What follows belongs to an exercise in optimizing a design on an open flow for small area, a short achievable clock period and few clock cycles per item; a production flow would make more cautious choices. Only simulation tests tie the RTL to the original design; equivalence was not proved.

## the previous run
## mul_div_unit
module mul_div_unit #(
    parameter int DATA_WIDTH    = 64,
    parameter int WORD_WIDTH    = 32,
    parameter int CONTROL_WIDTH = 4
) (
    input  logic                     i_clk,
    input  logic                     i_arst_n,
    input  logic                     i_valid,
    output logic                     o_ready,
    input  logic [CONTROL_WIDTH-1:0] i_op,
    input  logic [DATA_WIDTH-1:0]    i_src_1,
    input  logic [DATA_WIDTH-1:0]    i_src_2,
    input  logic                     i_flush,
    output logic                     o_valid,
    input  logic                     i_ready,
    output logic [DATA_WIDTH-1:0]    o_result,
    output logic                     o_busy
);
    localparam logic [1:0] M_MUL = 2'd0, M_DIV = 2'd2, M_PASS = 2'd3;
    function automatic [6:0] bitlen64(input logic [63:0] v);
        logic [63:0] val [0:6];
        logic [5:0]  pos [0:6][0:63];
        int          n;
        for (int i = 0; i < 64; i++) begin
            val[0][i]    = v[i];
            pos[0][i]    = 6'd0;
        end
        n = 64;
        for (int l = 1; l <= 6; l++) begin
            n = n / 2;
            for (int j = 0; j < 64; j++) begin
                if (j < n) begin
                    val[l][j] = val[l-1][2*j+1] | val[l-1][2*j];
                    pos[l][j] = val[l-1][2*j+1] ? (pos[l-1][2*j+1] | (6'd1 << (l-1)))
                                                : pos[l-1][2*j];
                end else begin
                    val[l][j] = 1'b0;
  ...
For scale: ~9000 cells after synthesis, ~590 flip-flops, about 200 I/O pins, about 0.074 sq mm of cells after synthesis.
clock: 10.0 ns
lec_check: 0
cap_margin: 20
core_margin: 2
core_utilization: 40
setup_slack_margin: 4.5
slew_margin: 20
run.sh (not shown) runs the stock make flow with config.mk's settings and CLKGATE_MAP_FILE= SYNTH_SCRIPT=/design/flow/synth_recipe.tcl, a recipe that flattens the netlist after the stock synthesis.
The previous run closes out successfully: all stages finished, all timing, DRC and antenna checks passed.
Testbench counts of the previous run, summed over its fixed seeds: cycles 14,277, items 3,200.
Inputs modified between the previous run and the current run:
diff --git a/flow/design.v b/flow/design.v
--- a/flow/design.v
+++ b/flow/design.v
@@ -152,47 +152,49 @@
     logic [1:0]  mode;
     logic [6:0]  count;
     logic        f_high, f_rem, f_neg, f_word, f_bz;
     logic [63:0] H, L;
     logic [66:0] X;
     logic [64:0] Y;
     logic [11:0] dsel;       
     logic [63:0] out_raw;
-    logic        out_v, out_neg, out_word, out_pc;
-    logic        pc;
+    logic        out_v, out_neg, out_word, out_pc, out_c0, out_c37;
+    logic        pc, pl;
     logic [73:0] rows [0:3];
     logic [73:0] lw, kc, s0, c0, s1, c1, s2, c2, s3, c3;
-    logic [73:0] msum;
+    logic [37:0] msum_lo;
+    logic [36:0] msum_hi;
     logic [54:0] up;
     logic [63:0] mul_h, mul_l;
     always_comb begin
         lw = {1'b0, H[0], L, 8'd0};
         for (int t = 0; t < 4; t++) begin
             logic one, two, neg;
             logic [65:0] sel;
             one = dsel[3*t]; two = dsel[3*t+1]; neg = dsel[3*t+2];
             sel = one ? {X[64], X[64:0]} : (two ? {X[64:0], 1'b0} : 66'd0);
             sel = neg ? ~sel : sel;
             rows[t] = 74'({~sel[65], sel[64:0]}) << (2*t);
             lw[2*t] = neg;
         end
-        kc = 74'd43 << 65;
+        kc = (74'd43 << 65) | (74'(pl) << 45);
         s0 = lw ^ rows[0] ^ kc;
         c0 = ((lw & rows[0]) | (lw & kc) | (rows[0] & kc)) << 1;
         s1 = rows[1] ^ rows[2] ^ rows[3];
         c1 = ((rows[1] & rows[2]) | (rows[1] & rows[3]) | (rows[2] & rows[3])) << 1;
         s2 = s0 ^ c0 ^ s1;
         c2 = ((s0 & c0) | (s0 & s1) | (c0 & s1)) << 1;
         s3 = s2 ^ c2 ^ c1;
         c3 = ((s2 & c2) | (s2 & c1) | (c2 & c1)) << 1;
-        msum = s3 + c3;
+        msum_lo = {1'b0, s3[36:0]} + {1'b0, c3[36:0]};
+        msum_hi = s3[73:37] + c3[73:37];
         up = H[55:1] + {46'd0, pc, 8'd0};       
-        mul_h = {up, msum[72:64]};
-        mul_l = msum[63:0];
+        mul_h = {up, msum_hi[35:27]};
+        mul_l = {msum_hi[26:0], msum_lo[36:0]};
     end
     logic [68:0] t1, t2a, t2b, ds, dc;
     logic [63:0] r2;
     logic        g1, g2a, g2b, q1, q2;
     always_comb begin
         t1  = {5'd0, H} - {2'b0, X};
         t2a = {5'd0, H} - {3'b0, X[66:1]};
         ds  = {5'd0, H} ^ ~{2'b0, X} ^ ~{3'b0, X[66:1]};
@@ -278,62 +280,62 @@
             gb     <= groups_ok(r_fb);
         end
         if (move)
             o_result <= res_w;
         if (core_done && out_free) begin
             out_raw  <= core_res;
             out_neg  <= core_neg;
             out_word <= f_word;
-            out_pc   <= (mode == M_MUL) && f_high && msum[73];
+            out_pc   <= (mode == M_MUL) && f_high && msum_hi[36];
+            out_c0   <= (mode == M_MUL) && f_high && msum_lo[37] && (&(s3[63:37] ^ c3[63:37]));   
+            out_c37  <= (mode == M_MUL) && !f_high && msum_lo[37];
         end
         if (take) begin
             f_high <= d_high;
             f_rem  <= d_rem;
             f_neg  <= d_rem ? sa : (sa ^ sb);
             f_word <= d_word;
             f_bz   <= d_div && b_zero;
             Y      <= my;
             dsel   <= booth_dec(m_win);
             mode   <= d_triv ? M_PASS : (d_mul ? M_MUL : M_DIV);
             if (d_mul) begin
                 H     <= m_g1 ? 64'hFFFF_FFFF_FFFF_FFFF : 64'hFFFF_FFFF_FFFF_FFFE;
                 L     <= m_init;
                 X     <= {{2{mx[64]}}, mx};
                 count <= {3'b000, m_count};
                 pc    <= 1'b0;
+                pl    <= 1'b0;
             end else begin
                 H     <= mag_a;
                 L     <= '0;
                 X     <= d_al;
                 count <= {1'b0, s_est[6:1]};
             end
         end else if (busy && !core_done) begin
             case (mode)
                 M_MUL: begin
                     H     <= mul_h;
                     L     <= mul_l;
-                    pc    <= msum[73];
+                    pc    <= msum_hi[36];
+                    pl    <= msum_lo[37];
                     count <= count - 7'd1;
                     dsel  <= booth_dec(window(Y, count[3:0] - 4'd1));
                 end
                 M_DIV: begin
                     H     <= r2;
                     L     <= {L[61:0], q1, q2};
                     X     <= X >> 2;
                     count <= count - 7'd1;
                 end
                 default: ;
             endcase
         end
     end
     logic [63:0] res_n, res_w;
     always_comb begin
-        if (out_neg)
-            res_n = ~out_raw + 64'd1;
-        else if (out_pc)
-            res_n = {out_raw[63:9] + 55'd1, out_raw[8:0]};
-        else
-            res_n = out_raw;
+        res_n = (out_neg ? ~out_raw : out_raw)
+              + {26'd0, out_c37, 27'd0, out_pc, 8'd0, out_c0 | out_neg};
         res_w = out_word ? {{32{res_n[31]}}, res_n[31:0]} : res_n;
     end
     assign o_busy = in_full || busy || out_v || o_valid;
 endmodule
### Flow results
Changes observed in the current run relative to the previous run: total area of sequential cells rose 90 sq um, sequential share of layout area rose by 0.66 points, count of unique library cells instantiated by Yosys moved up. Compared with the previous run, the current run ends up with a smaller final cell area. Looking at setup slack of the critical path after layout, the current run sits above the previous run.
Testbench counts of the current run, summed over its fixed seeds: cycles 14,277, items 3,200.

-- port drivers added, routing unchanged --
In the flow no input, the clock included, has a driving cell. The finished layouts below were timed again as built, in two steps. Step 1 sets driving cells, clkbuf_16 on the clock port and buf_2 on the other inputs (assumed; they add their load-dependent delay and slew). Step 2 also shifts input and output timing later by t, the mid clock arrival at the registers, as if the neighbouring blocks saw the same clock. Slacks: ideal ports / drivers / drivers and shift; pairs: ideal ports / drivers.
run | shift t [ns] | slack for setup (ns) | slew at the worst register clock pin (ns) | pins driven straight from the clock port
the previous run | 0.808 | 4.001 / 4.001 / 3.825 | 0.08 / 0.08 | 1
the current run | 0.794 | 4.207 / 4.207 / 3.879 | 0.07 / 0.07 | 1
After both steps every run listed still meets setup and hold. The setup slack of the current run, which loses most, moves by 0.000 ns with the drivers and by -0.328 ns with both steps.
